This design comes from an exercise in tuning for small area, a short achievable clock period and few clock cycles per item on the open sky130 flow, not from production work.
The RTL was checked by simulation tests, not by an equivalence proof against the original design.

// calendar_date_difference
module calendar_date_difference (
  input  logic                           clk_i,
  input  logic                           rst_ni,
  input  logic                           in_valid_i,
  output logic                           in_ready_o,
  input  logic [cdd_pkg::YEAR_W-1:0]     first_year_i,
  input  logic [cdd_pkg::MONTH_W-1:0]    first_month_i,
  input  logic [cdd_pkg::DAY_W-1:0]      first_day_i,
  input  logic [cdd_pkg::YEAR_W-1:0]     second_year_i,
  input  logic [cdd_pkg::MONTH_W-1:0]    second_month_i,
  input  logic [cdd_pkg::DAY_W-1:0]      second_day_i,
  output logic                           out_valid_o,
  input  logic                           out_ready_i,
  output logic [cdd_pkg::DIFF_W-1:0]     day_difference_o
);
  logic        adv1, adv2;
  logic [11:0] dt_d, dt_q;
  logic [8:0]  ua_d, ua_q, ub_d, ub_q;
  logic [1:0]  ra_d, ra_q, rb_d, rb_q;
  logic [6:0]  ca_d, ca_q, cb_d, cb_q;
  logic        la_d, la_q, ga_d, ga_q, lb_d, lb_q, gb_d, gb_q;
  logic [43:0] cs_d, cs_q;
  cdd_pipe_ctrl u_ctrl (
    .clk_i       (clk_i),
    .rst_ni      (rst_ni),
    .in_valid_i  (in_valid_i),
    .in_ready_o  (in_ready_o),
    .out_valid_o (out_valid_o),
    .out_ready_i (out_ready_i),
    .adv1_o      (adv1),
    .adv2_o      (adv2)
  );
  cdd_stage1 u_s1 (
    .a_year_i  (first_year_i),
    .a_month_i (first_month_i),
    .a_day_i   (first_day_i),
    .b_year_i  (second_year_i),
    .b_month_i (second_month_i),
    .b_day_i   (second_day_i),
    .dt_o      (dt_d),
    .ua_o      (ua_d),
    .ub_o      (ub_d),
    .ra_o      (ra_d),
    .rb_o      (rb_d),
    .ca_o      (ca_d),
    .cb_o      (cb_d),
    .la_o      (la_d),
    .ga_o      (ga_d),
    .lb_o      (lb_d),
    .gb_o      (gb_d)
  );
  always_ff @(posedge clk_i) begin
    if (adv1) begin
      dt_q <= dt_d;
      ua_q <= ua_d;
      ub_q <= ub_d;
      ra_q <= ra_d;
      rb_q <= rb_d;
      ca_q <= ca_d;
      cb_q <= cb_d;
      la_q <= la_d;
      ga_q <= ga_d;
      lb_q <= lb_d;
      gb_q <= gb_d;
    end
  end
  cdd_stage2 u_s2 (
    .dt_i (dt_q),
    .ua_i (ua_q),
    .ub_i (ub_q),
    .ra_i (ra_q),
    .rb_i (rb_q),
  ...
==> flow/config.mk <==
export PLATFORM = sky130hd
export DESIGN_NAME = calendar_date_difference
export DESIGN_NICKNAME = calendar_date_difference
export VERILOG_FILES = /design/flow/design.v
export SDC_FILE = /design/flow/constraint.sdc
export NUM_CORES = 4
export LEC_CHECK = 0
export CAP_MARGIN = 20
export CORE_MARGIN = 2
export CORE_UTILIZATION = 40
export SETUP_SLACK_MARGIN = 2.2
export SLEW_MARGIN = 20
==> flow/constraint.sdc <==
create_clock -name core_clock -period 7.0 [get_ports {clk_i}]
set_input_delay 1.4000 -clock core_clock [delete_from_list [all_inputs] [get_ports {clk_i}]]
set_output_delay 1.4000 -clock core_clock [all_outputs]
set_load 0.01 [all_outputs]
standard.sh (not shown) runs the stock make flow with config.mk's settings and CLKGATE_MAP_FILE= SYNTH_SCRIPT=/design/flow/synth_recipe.tcl, a recipe that flattens the netlist after the stock synthesis.
==> flow/flow/run.sh <==
#!/bin/bash
# Layout flow: the standard flow (standard.sh), with one change: the
# buffers that buffer_ports puts on every input and output port are
# sky130_fd_sc_hd__buf_2 instead of the cell OpenROAD picks by default.
set -euo pipefail
export BUFFER_PORTS_ARGS="-buffer_cell sky130_fd_sc_hd__buf_2"
bash standard.sh finish > standard_flow.log 2>&1
The baseline finished with timing, DRC and antenna clean.
Testbench counts at the start, summed over its fixed seeds: cycles 24,016, items 24,000.
==> next run, changes <==
Settings changed: SETUP_SLACK_MARGIN 2.2 to 2.9.
After rerunning: The new run completed with no timing, DRC or antenna violations. Maximum frequency increases by 9.5%. Setup slack improves by 0.40 ns. Hold slack gets worse by 0.015 ns. Clock-buffer cell count rises by 1.
==> next run, changes <==
Settings changed: SETUP_SLACK_MARGIN 2.9 to 3.7.
Result: Final area went up by 9.9%; core utilization rose by 4.9 points; global-route usage came out higher by 0.93 points; setup slack improved by 0.025 ns; routed wire length grows by 4.8%; register-to-register slack improved by 0.05 ns; non-clock buffer count increases by 73.

---

## run 1
calendar_date_difference, a different RTL version from the one above (not shown whole).
Size: about 1100 cells after synthesis, roughly 98 flip-flops, roughly 74 I/O pins, ~0.011 mm^2 of cells after synthesis.
## calendar_date_difference
module calendar_date_difference (
  input  logic                           clk_i,
  input  logic                           rst_ni,
  input  logic                           in_valid_i,
  output logic                           in_ready_o,
  input  logic [cdd_pkg::YEAR_W-1:0]     first_year_i,
  input  logic [cdd_pkg::MONTH_W-1:0]    first_month_i,
  input  logic [cdd_pkg::DAY_W-1:0]      first_day_i,
  input  logic [cdd_pkg::YEAR_W-1:0]     second_year_i,
  input  logic [cdd_pkg::MONTH_W-1:0]    second_month_i,
  input  logic [cdd_pkg::DAY_W-1:0]      second_day_i,
  output logic                           out_valid_o,
  input  logic                           out_ready_i,
  output logic [cdd_pkg::DIFF_W-1:0]     day_difference_o
);
  logic        adv1, adv2;
  logic [11:0] dt_d, dt_q;
  logic [8:0]  ua_d, ua_q, ub_d, ub_q;
  logic [1:0]  ra_d, ra_q, rb_d, rb_q;
  logic [6:0]  ca_d, ca_q, cb_d, cb_q;
  logic        la_d, la_q, ga_d, ga_q, lb_d, lb_q, gb_d, gb_q;
  logic [43:0] cs_d, cs_q;
  logic        sg_d, sg_q;
  cdd_pipe_ctrl u_ctrl (
    .clk_i       (clk_i),
    .rst_ni      (rst_ni),
    .in_valid_i  (in_valid_i),
    .in_ready_o  (in_ready_o),
    .out_valid_o (out_valid_o),
    .out_ready_i (out_ready_i),
    .adv1_o      (adv1),
    .adv2_o      (adv2)
  );
  cdd_stage1 u_s1 (
    .a_year_i  (first_year_i),
    .a_month_i (first_month_i),
    .a_day_i   (first_day_i),
    .b_year_i  (second_year_i),
    .b_month_i (second_month_i),
    .b_day_i   (second_day_i),
    .dt_o      (dt_d),
    .ua_o      (ua_d),
    .ub_o      (ub_d),
    .ra_o      (ra_d),
    .rb_o      (rb_d),
    .ca_o      (ca_d),
    .cb_o      (cb_d),
    .la_o      (la_d),
    .ga_o      (ga_d),
    .lb_o      (lb_d),
    .gb_o      (gb_d)
  );
  always_ff @(posedge clk_i) begin
    if (adv1) begin
      dt_q <= dt_d;
      ua_q <= ua_d;
      ub_q <= ub_d;
      ra_q <= ra_d;
      rb_q <= rb_d;
      ca_q <= ca_d;
      cb_q <= cb_d;
      la_q <= la_d;
      ga_q <= ga_d;
      lb_q <= lb_d;
  ...
Settings: LEC_CHECK=0, CAP_MARGIN=20, CORE_MARGIN=2, CORE_UTILIZATION=40, SETUP_SLACK_MARGIN=2.4, SLEW_MARGIN=20; clock period 7.0 ns.
==> flow/flow/run.sh <==
#!/bin/bash
# Layout flow: the standard flow (standard.sh) with two changes:
# - the buffers that buffer_ports puts on every input and output port are
#   sky130_fd_sc_hd__buf_1 instead of the cell OpenROAD picks by default;
# - Yosys's synth skips its quick internal ABC pass (SYNTH_ARGS=-noabc), so
#   the full adders written in the RTL reach extract_fa as written; the
#   technology mapping ABC pass after it runs as usual.
set -euo pipefail
export BUFFER_PORTS_ARGS="-buffer_cell sky130_fd_sc_hd__buf_1"
export SYNTH_ARGS="-noabc"
bash standard.sh finish > standard_flow.log 2>&1
Testbench counts of run 1, summed over its fixed seeds: cycles 24,016, items 24,000.
## Diff of input files: run 2 against run 1
- swapping 40 for 50 in CORE_UTILIZATION
- putting CTS_BUF_LIST at sky130_fd_sc_hd__clkbuf_8 where nothing was set
- swapping 2.4 for 2.7 in SETUP_SLACK_MARGIN
--- outcome ---
Timing, DRC, antenna: 0 failures across run 2 and run 1
[compare] base=run 1 new=run 2: highest attainable clock frequency climbed about 6%, area of all placed cells without fillers climbed 76 um^2, wire length reported by the detailed router barely changed.
Routed wire length on met3: run 2 vs run 1 up about 3.7%
Compared with run 1, in run 2 worst setup slack shows an increase of 0.25 ns, effective utilization at floorplan higher.
When run 2 is set beside run 1, its total number of vias turns out to be 87 larger.
## Diff of input files: run 3 against run 2
- SETUP_SLACK_MARGIN: 2.7 -> 2.5
- CORE_UTILIZATION: 50 -> 40
--- outcome ---
Run 3 against run 2: setup slack shows a reduction of 0.15 ns; sequential cell count shows no meaningful change.
The lower fraction of final layout cells sized beyond drive strength 1 of run 3 and run 2 is in run 3.
What run 4 does differently from run 3 at the input level:
- SETUP_SLACK_MARGIN: 2.5 -> 2.8
==> comparison <==
- Summary of run 4 over run 3: critical path buffer and inverter count higher, worst hold slack higher, buffers inserted during post-CTS setup optimization higher, final non-filler cell area higher.
- Sort run 4 and run 3 by signal arrival time at the worst endpoint, ascending, and run 4 comes first.
- Run 4 has more setup slack than run 3.
- Looking at run 4 and run 3, the latest clock arrival within the worst-skew pair is a wash.

---

Another version of the RTL of calendar_date_difference (not shown whole).
Size in the first run: ~1100 cells after synthesis, about 97 flip-flops, roughly 74 I/O pins.
==> flow/design.v (excerpt) <==
module calendar_date_difference (
  input  logic                           clk_i,
  input  logic                           rst_ni,
  input  logic                           in_valid_i,
  output logic                           in_ready_o,
  input  logic [cdd_pkg::YEAR_W-1:0]     first_year_i,
  input  logic [cdd_pkg::MONTH_W-1:0]    first_month_i,
  input  logic [cdd_pkg::DAY_W-1:0]      first_day_i,
  input  logic [cdd_pkg::YEAR_W-1:0]     second_year_i,
  input  logic [cdd_pkg::MONTH_W-1:0]    second_month_i,
  input  logic [cdd_pkg::DAY_W-1:0]      second_day_i,
  output logic                           out_valid_o,
  input  logic                           out_ready_i,
  output logic [cdd_pkg::DIFF_W-1:0]     day_difference_o
);
clock: 7.0 ns
lec_check: 0
cap_margin: 20
core_margin: 2
core_utilization: 40
setup_slack_margin: 2.3
slew_margin: 20
Scripts as last shown in full above: flow/flow/run.sh
Testbench counts at the start, summed over its fixed seeds: cycles 24,016, items 24,000.
Next try:
- SETUP_SLACK_MARGIN: 2.3 -> 2.4
Effect:
- The new run finished clean
- cell area increases by about 1.1%
- setup slack improved by 180 ps
- hold slack does not change
- synthesized area does not change
- core utilization increases by 0.48 points

---

## lane 1
calendar_date_difference with an RTL version that a note above also has.
Size in the first run: roughly 1200 cells after synthesis, about 98 flip-flops, ~74 I/O pins, ~12000 µm² of cells after synthesis.
==> flow/config.mk <==
export PLATFORM = sky130hd
export DESIGN_NAME = calendar_date_difference
export DESIGN_NICKNAME = calendar_date_difference
export VERILOG_FILES = /design/flow/design.v
export SDC_FILE = /design/flow/constraint.sdc
export NUM_CORES = 4
export LEC_CHECK = 0
export CAP_MARGIN = 20
export CORE_MARGIN = 2
export CORE_UTILIZATION = 40
export SETUP_SLACK_MARGIN = 2.6
export SLEW_MARGIN = 20
==> flow/constraint.sdc <==
create_clock -name core_clock -period 7.0 [get_ports {clk_i}]
set_input_delay 1.4000 -clock core_clock [delete_from_list [all_inputs] [get_ports {clk_i}]]
set_output_delay 1.4000 -clock core_clock [all_outputs]
set_load 0.01 [all_outputs]
==> flow/flow/run.sh <==
#!/bin/bash
# Layout flow: the standard flow (standard.sh), with one change: the
# buffers that buffer_ports puts on every input and output port are
# sky130_fd_sc_hd__buf_2 instead of the cell OpenROAD picks by default.
set -euo pipefail
export BUFFER_PORTS_ARGS="-buffer_cell sky130_fd_sc_hd__buf_2"
bash standard.sh finish > standard_flow.log 2>&1
Having completed the whole flow, lane 1 delivered a layout that passed the timing, DRC and antenna checks.
Testbench counts of lane 1, summed over its fixed seeds: cycles 24,016, items 24,000.
Setup changes, lane 1 to lane 2
- SETUP_SLACK_MARGIN no longer set, was 2.6
## What came out
- For fmax, dividing the value from lane 2 by the value from lane 1 gives 0.843.
- Clock distribution area overhead in the final layout, lane 1 and lane 2, lower one = lane 1.
- Layout overhead on the synthesized area delta for lane 2 relative to lane 1: 3.7 points lower
- Lane 2 against lane 1: net count of the finished layout shows a reduction of 1.1%, wire length moved down, count of clock buffers in the final design lost 1, first-pass GRT wire length went down.
Edits applied to the flow inputs when going from lane 2 to lane 3:
- SETUP_SLACK_MARGIN now 2.6, previously not set
==> flow/flow/run.sh <==
#!/bin/bash
# Layout flow: the standard flow (standard.sh) with two changes:
# - the buffers that buffer_ports puts on every input and output port are
#   sky130_fd_sc_hd__buf_2 instead of the cell OpenROAD picks by default;
# - Yosys's synth skips its quick internal ABC pass (SYNTH_ARGS=-noabc), so
#   the full adders written in the RTL reach extract_fa as written; the
#   technology mapping ABC pass after it runs as usual.
set -euo pipefail
export BUFFER_PORTS_ARGS="-buffer_cell sky130_fd_sc_hd__buf_2"
export SYNTH_ARGS="-noabc"
bash standard.sh finish > standard_flow.log 2>&1
Results
Per the comparison of lane 3 with lane 2, ratio of routed vias to standard cells went down 4.2%; final layout net count went down 1.4%; peak clock frequency supported by timing went up 16%; number of rows created at floorplan went down 1.6%; total wire length after detailed routing went down about 4.7%.
For lane 2, the critical path launch point was second_year_i[6], unlike lane 3, where it was first_year_i[4].

---

run A:
calendar_date_difference, a different RTL version from the one above (not shown whole).
Size in the first run: about 1,200 cells after synthesis, about 98 flip-flops, roughly 74 I/O pins, ~12,000 um2 of cells after synthesis.
export LEC_CHECK = 0
export CAP_MARGIN = 20
export CORE_MARGIN = 2
export CORE_UTILIZATION = 40
export SETUP_SLACK_MARGIN = 2.6
export SLEW_MARGIN = 20
create_clock -name core_clock -period 7.0 [get_ports {clk_i}]
==> flow/flow/run.sh <==
#!/bin/bash
# Layout flow: the standard flow (standard.sh), with one change: the
# buffers that buffer_ports puts on every input and output port are
# sky130_fd_sc_hd__buf_1 instead of the cell OpenROAD picks by default.
set -euo pipefail
export BUFFER_PORTS_ARGS="-buffer_cell sky130_fd_sc_hd__buf_1"
bash standard.sh finish > standard_flow.log 2>&1
Every stage of the flow completed for run A, and the final layout passed the timing, DRC and antenna checks.
Testbench counts of run A, summed over its fixed seeds: cycles 24,016, items 24,000.
> inputs changed (run A -> run B)
==> flow/flow/run.sh <==
#!/bin/bash
# Layout flow: the standard flow (standard.sh), with one change: the
# buffers that buffer_ports puts on every input and output port are
# sky130_fd_sc_hd__buf_2 instead of the cell OpenROAD picks by default.
set -euo pipefail
export BUFFER_PORTS_ARGS="-buffer_cell sky130_fd_sc_hd__buf_2"
bash standard.sh finish > standard_flow.log 2>&1
Notes after the runs:
Run B vs. run A: fraction of the cycle the final worst path needs decreased by 0.56 points relative to the old numbers, routed metal-1 wirelength lower, design area higher. Run A → run B: post-layout minimum cycle time went down 39 ps, maximum number of pins on one net before global-route repair shrank by 1. Delta (run B minus run A): multi-input combinational area share held, combined global-route utilization of all metal layers saw an increase, met3 wire length now larger. Diff run A -> run B: met1 demand-to-capacity share in global routing dropped 0.42 points, initial standard-cell utilization of the core neither gained nor lost much, share of final layout cell area taken by non-clock buffers up 0.16 points.

---

== north ==
calendar_date_difference with an RTL version that a note above also has.
Size in the first run: ~1100 cells after synthesis, ~97 flip-flops, about 74 I/O pins, roughly 11000 um2 of cells after synthesis.
Design calendar_date_difference, start of the top module:
module calendar_date_difference (
  input  logic                           clk_i,
  input  logic                           rst_ni,
  input  logic                           in_valid_i,
  output logic                           in_ready_o,
  input  logic [cdd_pkg::YEAR_W-1:0]     first_year_i,
  input  logic [cdd_pkg::MONTH_W-1:0]    first_month_i,
  input  logic [cdd_pkg::DAY_W-1:0]      first_day_i,
  input  logic [cdd_pkg::YEAR_W-1:0]     second_year_i,
  input  logic [cdd_pkg::MONTH_W-1:0]    second_month_i,
  input  logic [cdd_pkg::DAY_W-1:0]      second_day_i,
  output logic                           out_valid_o,
  input  logic                           out_ready_i,
  output logic [cdd_pkg::DIFF_W-1:0]     day_difference_o
);
  logic        adv1, adv2;
  logic [11:0] dt_d, dt_q;
  logic [8:0]  ua_d, ua_q, ub_d, ub_q;
  logic [1:0]  ra_d, ra_q, rb_d, rb_q;
  logic [6:0]  ca_d, ca_q, cb_d, cb_q;
  logic        la_d, la_q, ga_d, ga_q, lb_d, lb_q, gb_d, gb_q;
  logic [43:0] cs_d, cs_q;
  cdd_pipe_ctrl u_ctrl (
    .clk_i       (clk_i),
    .rst_ni      (rst_ni),
    .in_valid_i  (in_valid_i),
    .in_ready_o  (in_ready_o),
    .out_valid_o (out_valid_o),
    .out_ready_i (out_ready_i),
    .adv1_o      (adv1),
  ...
Settings: LEC_CHECK=0, CAP_MARGIN=20, CORE_MARGIN=2, CORE_UTILIZATION=40, SETUP_SLACK_MARGIN=2.4, SLEW_MARGIN=20; clock period 7.0 ns.
==> flow/flow/run.sh <==
#!/bin/bash
# Layout flow: the standard flow (standard.sh) with two changes:
# - the buffers that buffer_ports puts on every input and output port are
#   sky130_fd_sc_hd__buf_2 instead of the cell OpenROAD picks by default;
# - Yosys's synth skips its quick internal ABC pass (SYNTH_ARGS=-noabc), so
#   the full adders written in the RTL reach extract_fa as written; the
#   technology mapping ABC pass after it runs as usual.
set -euo pipefail
export BUFFER_PORTS_ARGS="-buffer_cell sky130_fd_sc_hd__buf_2"
export SYNTH_ARGS="-noabc"
bash standard.sh finish > standard_flow.log 2>&1
north finished every step from synthesis to the final layout, and the layout passed the timing, DRC and antenna checks.
Testbench counts of north, summed over its fixed seeds: cycles 24,016, items 24,000.
Input changes introduced in south (baseline for comparison: north):
- a change of SLEW_MARGIN from 20 to 0
- a change of CAP_MARGIN from 20 to 0
Every run in the comparison, north and south, completed the flow with a clean layout. Comparing north against south, there is no change at all in number of register bits inferred by synthesis. north → south: I/O pin count neither gained nor lost much; post-route clock skew neither gained nor lost much; count of clock-net buffers in the final layout neither gained nor lost much; count of plain and timing-repair buffers neither gained nor lost much. From south to north, worst setup margin did not move at all. Re count of cells along the worst register-to-register path: no difference whatsoever between north and south. south -> north: proportion of register bits with asynchronous set or reset after synthesis delta 0, exact match.

[afterwards: timing with drivers on the ports]
The flow's constraints put no driver on any port. The routed layouts listed below were extracted and timed again, unchanged, in two steps.
Step 1, drivers: a clkbuf_16 drives clk_i and a buf_2 each remaining input, both assumed.
Step 2, shift: input delay + t, output delay - t, t = (earliest + latest rising clock arrival at the registers) / 2. This alone moves slack from input paths to output paths.
a / b / c = ideal / step 1 / step 2; a / b = the first two.
| run | shift t [ns] | setup slack, ns | worst hold slack (ns) | latest minus earliest clock arrival (ns) | worst data-port slew with drivers (ns) |
|---|---|---|---|---|---|
| the first run of note 1 | 0.390 | 2.389 / 2.380 / 2.020 | 0.471 / 0.471 / 0.471 | 0.011 / 0.011 | 0.03 |
| the second run of note 1 | 0.383 | 2.791 / 2.751 / 2.477 | 0.456 / 0.456 / 0.456 | 0.011 / 0.011 | 0.05 |
| the third run of note 1 | 0.390 | 2.816 / 2.773 / 2.451 | 0.468 / 0.468 / 0.468 | 0.011 / 0.011 | 0.05 |
| run 1 | 0.381 | 2.559 / 2.559 / 2.249 | 0.472 / 0.472 / 0.472 | 0.010 / 0.010 | 0.03 |
| run 2 | 0.408 | 2.804 / 2.822 / 2.417 | 0.460 / 0.460 / 0.460 | 0.011 / 0.012 | 0.03 |
| run 3 | 0.409 | 2.649 / 2.649 / 2.284 | 0.481 / 0.481 / 0.481 | 0.014 / 0.013 | 0.03 |
| run 4 | 0.411 | 2.801 / 2.801 / 2.547 | 0.487 / 0.487 / 0.487 | 0.009 / 0.010 | 0.04 |
| the first run of note 3 | 0.387 | 2.392 / 2.412 / 2.025 | 0.467 / 0.467 / 0.467 | 0.010 / 0.010 | 0.03 |
| the second run of note 3 | 0.389 | 2.575 / 2.534 / 2.242 | 0.467 / 0.467 / 0.467 | 0.011 / 0.011 | 0.03 |
| lane 1 | 0.393 | 2.728 / 2.701 / 2.360 | 0.465 / 0.465 / 0.465 | 0.011 / 0.011 | 0.03 |
| lane 2 | 0.389 | 1.932 / 1.957 / 1.568 | 0.471 / 0.471 / 0.471 | 0.011 / 0.012 | 0.03 |
| lane 3 | 0.386 | 2.649 / 2.644 / 2.259 | 0.466 / 0.466 / 0.466 | 0.012 / 0.011 | 0.06 |
| run A | 0.383 | 2.687 / 2.674 / 2.327 | 0.469 / 0.469 / 0.469 | 0.011 / 0.011 | 0.04 |
| run B | 0.398 | 2.726 / 2.712 / 2.354 | 0.480 / 0.480 / 0.480 | 0.010 / 0.010 | 0.03 |
| north | 0.390 | 2.558 / 2.521 / 2.194 | 0.470 / 0.470 / 0.470 | 0.010 / 0.009 | 0.03 |
| south | 0.390 | 2.558 / 2.521 / 2.194 | 0.470 / 0.470 / 0.470 | 0.010 / 0.009 | 0.03 |
After both steps setup and hold are still met in every run listed. For lane 3, which loses most, drivers alone change the setup slack by -0.005 ns; drivers and shift together by -0.390 ns.
